What follows belongs to an exercise in optimizing a design on an open flow for small area, a short achievable clock period and few clock cycles; a production flow would make more cautious choices.
Only simulation tests tie the RTL to the original design; equivalence was not proved.
Power figures rest on the tool's default switching activity, not on a simulated workload.

<file path="design.v">
module idea_dec_keygen (
  input  logic         clk,
  input  logic         rst,
  input  logic         start,
  input  logic [127:0] key_in,
  output logic         busy,
  output logic         done,
  output logic         key_valid,
  input  logic [5:0]   rd_addr,
  output logic [15:0]  rd_data
);
  localparam int unsigned WORD_W    = 16;
  localparam int unsigned KEY_W     = 128;
  localparam int unsigned NUM_KEYS  = 52;
  localparam int unsigned ADDR_W    = 6;
  localparam int unsigned ROT       = 25;
  localparam int unsigned MUL_STEPS = 30;
  typedef enum logic [1:0] {S_IDLE, S_EXPAND, S_CONVERT, S_DONE} state_t;
  function automatic logic [WORD_W-1:0] idea_mul(input logic [WORD_W-1:0] a,
                                                 input logic [WORD_W-1:0] b);
    logic [2*WORD_W-1:0] p;
    logic [WORD_W-1:0]   lo;
    logic [WORD_W-1:0]   hi;
    p  = 32'(a) * 32'(b);
    lo = p[WORD_W-1:0];
    hi = p[2*WORD_W-1:WORD_W];
    if (a == '0)      idea_mul = 16'(16'd1 - b);
    else if (b == '0) idea_mul = 16'(16'd1 - a);
    else              idea_mul = 16'(lo - hi + {15'd0, lo < hi});
  endfunction
  logic [WORD_W-1:0] z_mem [NUM_KEYS];
  logic [WORD_W-1:0] d_mem [NUM_KEYS];
  state_t            state_q, state_d;
  logic [KEY_W-1:0]  key_q, key_d;
  logic [ADDR_W-1:0] idx_q, idx_d;
  logic [3:0]        grp_q, grp_d;
  logic [2:0]        pos_q, pos_d;
  logic [ADDR_W-1:0] base_q, base_d;
  logic [4:0]        step_q, step_d;
  logic [WORD_W-1:0] r_q, r_d;
  logic [WORD_W-1:0] x_q, x_d;
  logic              busy_q, busy_d;
  logic              done_q, done_d;
  logic              key_valid_q, key_valid_d;
  logic [WORD_W-1:0] rd_data_q, rd_data_d;
  logic              z_we, d_we, adv, swap, is_inv;
  logic [WORD_W-1:0] z_wdata, d_wdata, z_src, mul_b, mul_res;
  logic [ADDR_W-1:0] src_idx;
  always_comb begin
    src_idx = base_q;
    swap    = (grp_q != 4'd0) && (grp_q != 4'd8);
    is_inv  = (pos_q == 3'd0) || (pos_q == 3'd3);
    unique case (pos_q)
      3'd0:    src_idx = base_q;
      3'd1:    src_idx = base_q + (swap ? 6'd2 : 6'd1);
      3'd2:    src_idx = base_q + (swap ? 6'd1 : 6'd2);
      3'd3:    src_idx = base_q + 6'd3;
      3'd4:    src_idx = base_q - 6'd2;
      default: src_idx = base_q - 6'd1;
    endcase
    z_src   = z_mem[src_idx];
    mul_b   = step_q[0] ? r_q : x_q;
    mul_res = idea_mul(r_q, mul_b);
  end
  always_comb begin
    state_d     = state_q;
    key_d       = key_q;
    idx_d       = idx_q;
    grp_d       = grp_q;
    pos_d       = pos_q;
    base_d      = base_q;
    step_d      = step_q;
    r_d         = r_q;
    x_d         = x_q;
    busy_d      = busy_q;
    done_d      = 1'b0;
    key_valid_d = key_valid_q;
    z_we        = 1'b0;
    z_wdata     = key_q[{3'(3'd7 - idx_q[2:0]), 4'd0} +: WORD_W];
    d_we        = 1'b0;
    d_wdata     = '0;
    adv         = 1'b0;
    rd_data_d   = (rd_addr < ADDR_W'(NUM_KEYS)) ? d_mem[rd_addr] : '0;
    unique case (state_q)
      S_IDLE: begin
        if (start) begin
          state_d     = S_EXPAND;
          key_d       = key_in;
          idx_d       = '0;
          busy_d      = 1'b1;
          key_valid_d = 1'b0;
        end
      end
      S_EXPAND: begin
        z_we = 1'b1;
        if (idx_q[2:0] == 3'd7)
          key_d = {key_q[KEY_W-ROT-1:0], key_q[KEY_W-1:KEY_W-ROT]};
        if (idx_q == ADDR_W'(NUM_KEYS - 1)) begin
          state_d = S_CONVERT;
          idx_d   = '0;
          grp_d   = '0;
          pos_d   = '0;
          base_d  = ADDR_W'(NUM_KEYS - 4);
          step_d  = '0;
        end else begin
          idx_d = idx_q + 6'd1;
        end
      end
      S_CONVERT: begin
        if (is_inv) begin
          if (step_q == 5'd0) begin
            r_d    = z_src;
            x_d    = z_src;
            step_d = 5'd1;
          end else begin
            r_d = mul_res;
            if (step_q == 5'(MUL_STEPS)) begin
              d_we    = 1'b1;
              d_wdata = mul_res;
              step_d  = '0;
              adv     = 1'b1;
            end else begin
              step_d = step_q + 5'd1;
            end
          end
        end else begin
          d_we    = 1'b1;
          d_wdata = (pos_q < 3'd4) ? 16'(16'd0 - z_src) : z_src;
          adv     = 1'b1;
        end
        if (adv) begin
          if (idx_q == ADDR_W'(NUM_KEYS - 1)) begin
            state_d     = S_DONE;
            busy_d      = 1'b0;
            done_d      = 1'b1;
            key_valid_d = 1'b1;
          end else begin
            idx_d = idx_q + 6'd1;
            if (pos_q == 3'd5) begin
              pos_d  = '0;
              grp_d  = grp_q + 4'd1;
              base_d = base_q - 6'd6;
            end else begin
              pos_d = pos_q + 3'd1;
            end
          end
        end
      end
      default: state_d = S_IDLE;
    endcase
  end
  always_ff @(posedge clk) begin
    if (rst) begin
      state_q     <= S_IDLE;
      key_q       <= '0;
      idx_q       <= '0;
      grp_q       <= '0;
      pos_q       <= '0;
      base_q      <= '0;
      step_q      <= '0;
      r_q         <= '0;
      x_q         <= '0;
      busy_q      <= 1'b0;
      done_q      <= 1'b0;
      key_valid_q <= 1'b0;
      rd_data_q   <= '0;
    end else begin
      state_q     <= state_d;
      key_q       <= key_d;
      idx_q       <= idx_d;
      grp_q       <= grp_d;
      pos_q       <= pos_d;
      base_q      <= base_d;
      step_q      <= step_d;
      r_q         <= r_d;
      x_q         <= x_d;
      busy_q      <= busy_d;
      done_q      <= done_d;
      key_valid_q <= key_valid_d;
      rd_data_q   <= rd_data_d;
    end
  end
  always_ff @(posedge clk) begin
    if (z_we && !rst) z_mem[idx_q] <= z_wdata;
    if (d_we && !rst) d_mem[idx_q] <= d_wdata;
  end
  assign busy      = busy_q;
  assign done      = done_q;
  assign key_valid = key_valid_q;
  assign rd_data   = rd_data_q;
endmodule
</file>
<file path="run.sh">
#!/bin/bash
# synth_recipe.tcl (not shown) runs the flow's synth.tcl, then flattens the netlist and writes it again
# the make line also repeats each setting of config.mk as NAME=value (left out here)
make -C /OpenROAD-flow-scripts/flow DESIGN_CONFIG=/design/flow/config.mk WORK_HOME=/design/flow/orfs CLKGATE_MAP_FILE= SYNTH_SCRIPT=/design/flow/synth_recipe.tcl finish
</file>
<file path="config.mk">
export PLATFORM = sky130hd
export DESIGN_NAME = idea_dec_keygen
export DESIGN_NICKNAME = idea_dec_keygen
export VERILOG_FILES = /design/flow/design.v
export SDC_FILE = /design/flow/constraint.sdc
export NUM_CORES = 4
export LEC_CHECK = 0
export CAP_MARGIN = 20
export CORE_MARGIN = 2
export CORE_UTILIZATION = 40
export SLEW_MARGIN = 20
</file>
<file path="constraint.sdc">
create_clock -name core_clock -period 12.0 [get_ports {clk}]
set_input_delay 2.4000 -clock core_clock [delete_from_list [all_inputs] [get_ports {clk}]]
set_output_delay 2.4000 -clock core_clock [all_outputs]
set_load 0.01 [all_outputs]
</file>
==> run notes <==
-- power by group through the flow --
stage / combinational, mW / sequential [mW] / clock, mW
6_report: 4.56 / 8.16 / 5.61
5_1_grt: 4.92 / 8.19 / 5.94
4_1_cts: 4.49 / 8.16 / 5.70
3_5_place_dp: 4.47 / 8.29 / 0
3_3_place_gp: 4.43 / 8.29 / 0
2_1_floorplan: 2.82 / 8.18 / 0
-- routing by layer --
metal / vias to the layer above / routed length [um] / global-route usage, %
li1: 22600 / - / -
met1: 27100 / 103000 / 31.1
met2: 2250 / 117000 / 35.9
met3: 387 / 20000 / 4.47
met4: 36 / 7870 / 6.94
met5: - / 241 / 0
-- kinds of logic (layout without fill, tap and decap cells) --
logic type	count (synthesis)	after routing
flops	1867	1867
simple gates	1309	1309
compound gates	882	882
buf+inv	697	1067
mux	607	607
fa+ha+maj	359	359
xor+xnor	93	93
other cells	1	6
-- flip-flops by register name, indices dropped and copies added, names as in the netlist, 2 cells and up --
register and flops:
rd_data_q 16, grp_q 3, x_q 16, state_q 2, r_q 16, pos_q 3, z_mem 832, d_mem 832
key_q 128, step_q 5, base_q 5, idx_q 6
-- repair_timing --
action	in CTS	in global routing
endpoints found under the setup margin	0	278
buffers inserted	0	4
gates resized for setup	0	9
-- layout make-up --
class	instances	area, um2
multi-input cells	3251	29800
flip-flops and latches	1867	54000
repair buffers	416	3670
well taps	2838	3550
diodes	5	12.5
clock inverters	108	893
clock buffers	231	4940
inverters	312	1170
fillers	18700	116000
-- worst reg2reg max path, delay by kind of cell, from the launching register on --
kind	cells	cell delay, ns
xor+xnor	2	0.52
mux	1	0.48
flops	1	0.46
simple gates	6	1.16
fa+ha+maj	10	4.12
buf+inv	4	0.41
compound gates	17	4.00
-- cell usage after synthesis, drive strengths merged (96+ instances only) --
library cell | count | share of area (%)
nand2 | 446 | 1.9
inv | 311 | 1.4
nor2b | 104 | 0.75
fa | 204 | 4.7
and2 | 96 | 0.70
mux4 | 303 | 7.9
a21oi | 128 | 0.76
dfxtp | 203 | 4.7
a211oi | 219 | 1.9
nor2 | 373 | 1.6
buf | 146 | 0.94
mux2i | 277 | 3.2
clkbuf | 239 | 1.0
ha | 155 | 2.2
edfxtp | 1664 | 58
nand3 | 115 | 0.67
-- metrics by stage --
| stage | hold WS, ns | std cells | total power [mW] | instance area [um2] |
|---|---|---|---|---|
| floorplan | 0.447 | 5815 | 11.0 | 86300 |
| global placement | 0.458 | 8675 | 12.7 | 92100 |
| detailed placement | 0.495 | 8678 | 12.8 | 92100 |
| CTS | 0.503 | 9017 | 18.3 | 98000 |
| global route | 0.525 | 9023 | 19.1 | 98100 |
| finish | 0.500 | 9028 | 18.3 | 98100 |
-- how the worst min path moves through the flow --
stage / end / slack (ns) / cells past startpoint
after floorplan: x_q[15] / 0.45 / 2
after global placement: grp_q[1] / 0.46 / 2
after detailed placement: grp_q[1] / 0.50 / 2
after CTS: grp_q[1] / 0.50 / 2
after global routing: grp_q[1] / 0.53 / 2
final: grp_q[1] / 0.50 / 2
-- cell usage in the layout (no fill, tap or decap), types with 15 or more instances in the layout --
cell             instances
o22ai_1                 21
nand2_1                444
inv_1                  310
a2111oi_0               51
edfxtp_1              1664
xnor2_1                 50
nand3_1                114
and3_1                  22
xor2_1                  40
a211oi_1               217
nor2b_1                104
ha_1                   154
a21o_1                  22
dfxtp_1                202
o21ai_0                 79
and2_1                  92
nand2b_1                21
buf_4                  248
fa_1                   203
nor2_2                  51
nor3_1                  32
o32ai_1                 16
a31oi_1                 17
nor4_1                  15
a21oi_1                122
mux4_2                 303
a22oi_1                 86
mux2_2                  24
clkdlybuf4s50_1        150
clkbuf_16              186
a221oi_1                46
clkbuf_1                31
clkinv_2                31
a311oi_1                30
clkinv_1                48
mux2i_1                275
nor2_1                 309
nand4_1                 27
==> impl_metrics.toml <==
[timing]
rsz0062_at_grt = "false"
final.period_utilization_pct = 94.9
final.min_clock_period_ns = 11.39
timing.final.max_slew_violations = 0
hold_viol = 0
timing.final.setup_violations = 0
max_slew.worst_pin.slew_ns = 1.14
fin_tns_setup_ns = 0
finalClockSkew_ns = 0.0657
fmax_ghz = 0.0878
max-slew-margin-rel_pct = 23.9
setup_ws_ns = 0.609

[final_layout]
areaGrowthSynthToFinish_pct = 13.7
final_util_pct = 45.8
final_layout_size_suffix_gt1_share_pct = 16.0
finish.net_count = 6528

[worst_setup_path]
worstPathMaxFanout = 36
worstSetupPathDepth = 40
crit_start = "step_q[0]"
critical_path_s_top_delay_family = "adder cells"
path_class = "reg2reg"
crit_path_top_delay_cell = "fa_1"
worst_path_largest_cell_delay_ns = 0.58
cp.buffers_inverters = 4
timing.critical_path.mode_cell = "fa_1"
worst_r2r_startpoint = "step_q[0]"
cp-endpoint = "d_mem[38][15]"
r2r_slack_ns = 0.61
startpoint_type = "flop"
required_ns = 12.61
worst_setup_path_end_kind = "flop"
timing.reg2reg.worst_path_depth = 40
arrival_ns = 12.00
regToRegEndpoint = "d_mem[38][15]"

[power_and_ir_drop]
max-vdd-ir-drop_v = 0.000247
clockPowerShare_pct = 30.6
power.share.combinational_pct = 24.9
seqPwrFrac_pct = 44.5
power.density_nw_per_um2 = 187
leakagePower_nw = 35.8
power.net_switching_mw = 5.92
intPower_mw = 12.4
proportion_of_total_power_due_to_net_switching_pct = 32.3

[clock_tree]
tritoncts = "yes"
postCtsHoldBufs = 0
clock_path_buffers = 3
tritoncts_buffers = 184
clock_sink_count = 1867
htreeDepth = 4
clock_tree.root_cell = "clkbuf_16"
clkLatencyLatePin_ns = 0.84
worst_setup_hold_path_clk_slew_ns = 0.06

[synthesis]
muxShareOfSynthArea_pct = 11.5
dominantRegCellSynth = "edfxtp_1"
post_synth_simple_gate_area_pct = 7.05
synth_sequential_area_ratio_pct = 62.6
ys_async_sr_fraction_pct = 0
post_synth_xor_area_fraction_pct = 0.953
syn_avg_cell_area_um2 = 14.8
synth_top_family_by_area = "multiplexers"
postSynthCellCount = 5815
synth_seq_cells = 1867
ys_types = 108
synth_compound_gate_area_share_pct = 7.55
synthesis.area_um2 = 86200
synthesis.nets = 6311
synth-adder-area-share_pct = 6.98
yosysWarnings = 1
synth_enable_flop_cells = 1664

[global_route]
grt_start_max_net_pins = 257
grt_pass1_wl_mm = 362
via_count_of_the_first_global_routing_pass = 51800
grt_use_total_pct = 22.5
grt_antenna_before_repair = 28
grt.overflow.total = 0

[drt]
initialDrtViolationCount = 5668
dr_total_vias = 52400
final_antenna_net_count = 0
drc = 0
route.detailed.vias_per_inst = 5.80
drt-pass1-iter-count = 6
average_routed_wire_per_standard_cell_um = 27.5
finalWirelength_mm = 249

[floorplanning]
die_area_um2 = 219000
die_w_um = 468
die_height_um = 468
floorplan.initialDensity_pct = 40.2
rows = 170
io-pin-count = 156
floorplan.core_area_um2 = 214000

[place]
placement.io_buffers = 155
gpl.final_weighted_congestion = 0.886
post_dp_hpwl_mm = 156
place_ws_ns = 0.135

[run]
drv_cap = 0

[min_path]
worst_hold_path_type = "reg2reg"
min-delay-start = "grp_q[1]"

[status]
status = "no timing/DRC/antenna violations"
Testbench counts, summed over its fixed seeds: cycles 44,552.

[what the ideal ports hide]
The results above use ideal ports. As a check the final layout listed here was re-extracted and re-timed, cells and wires unchanged. Step 1 sets driving cells, clkbuf_16 on the clock port and buf_2 on the other inputs (assumed; they add their load-dependent delay and slew). Step 2 moves the port delays by t, midway between the first and last clock arrival at a register: inputs arrive t later, outputs are due t later. That takes back most of the time a late clock gives input paths. a / b / c = no drivers / after step 1 / after step 2; a / b = the first two.
t, ns: 0.875
setup slack, ns: 0.609 / 0.609 / 0.609
worst setup path after step 2: register to register
clock arrival spread, ns: 0.069 / 0.069
After both steps this run still meets setup and hold. For this run, drivers alone change the setup slack by 0.000 ns; drivers and shift together by 0.000 ns.
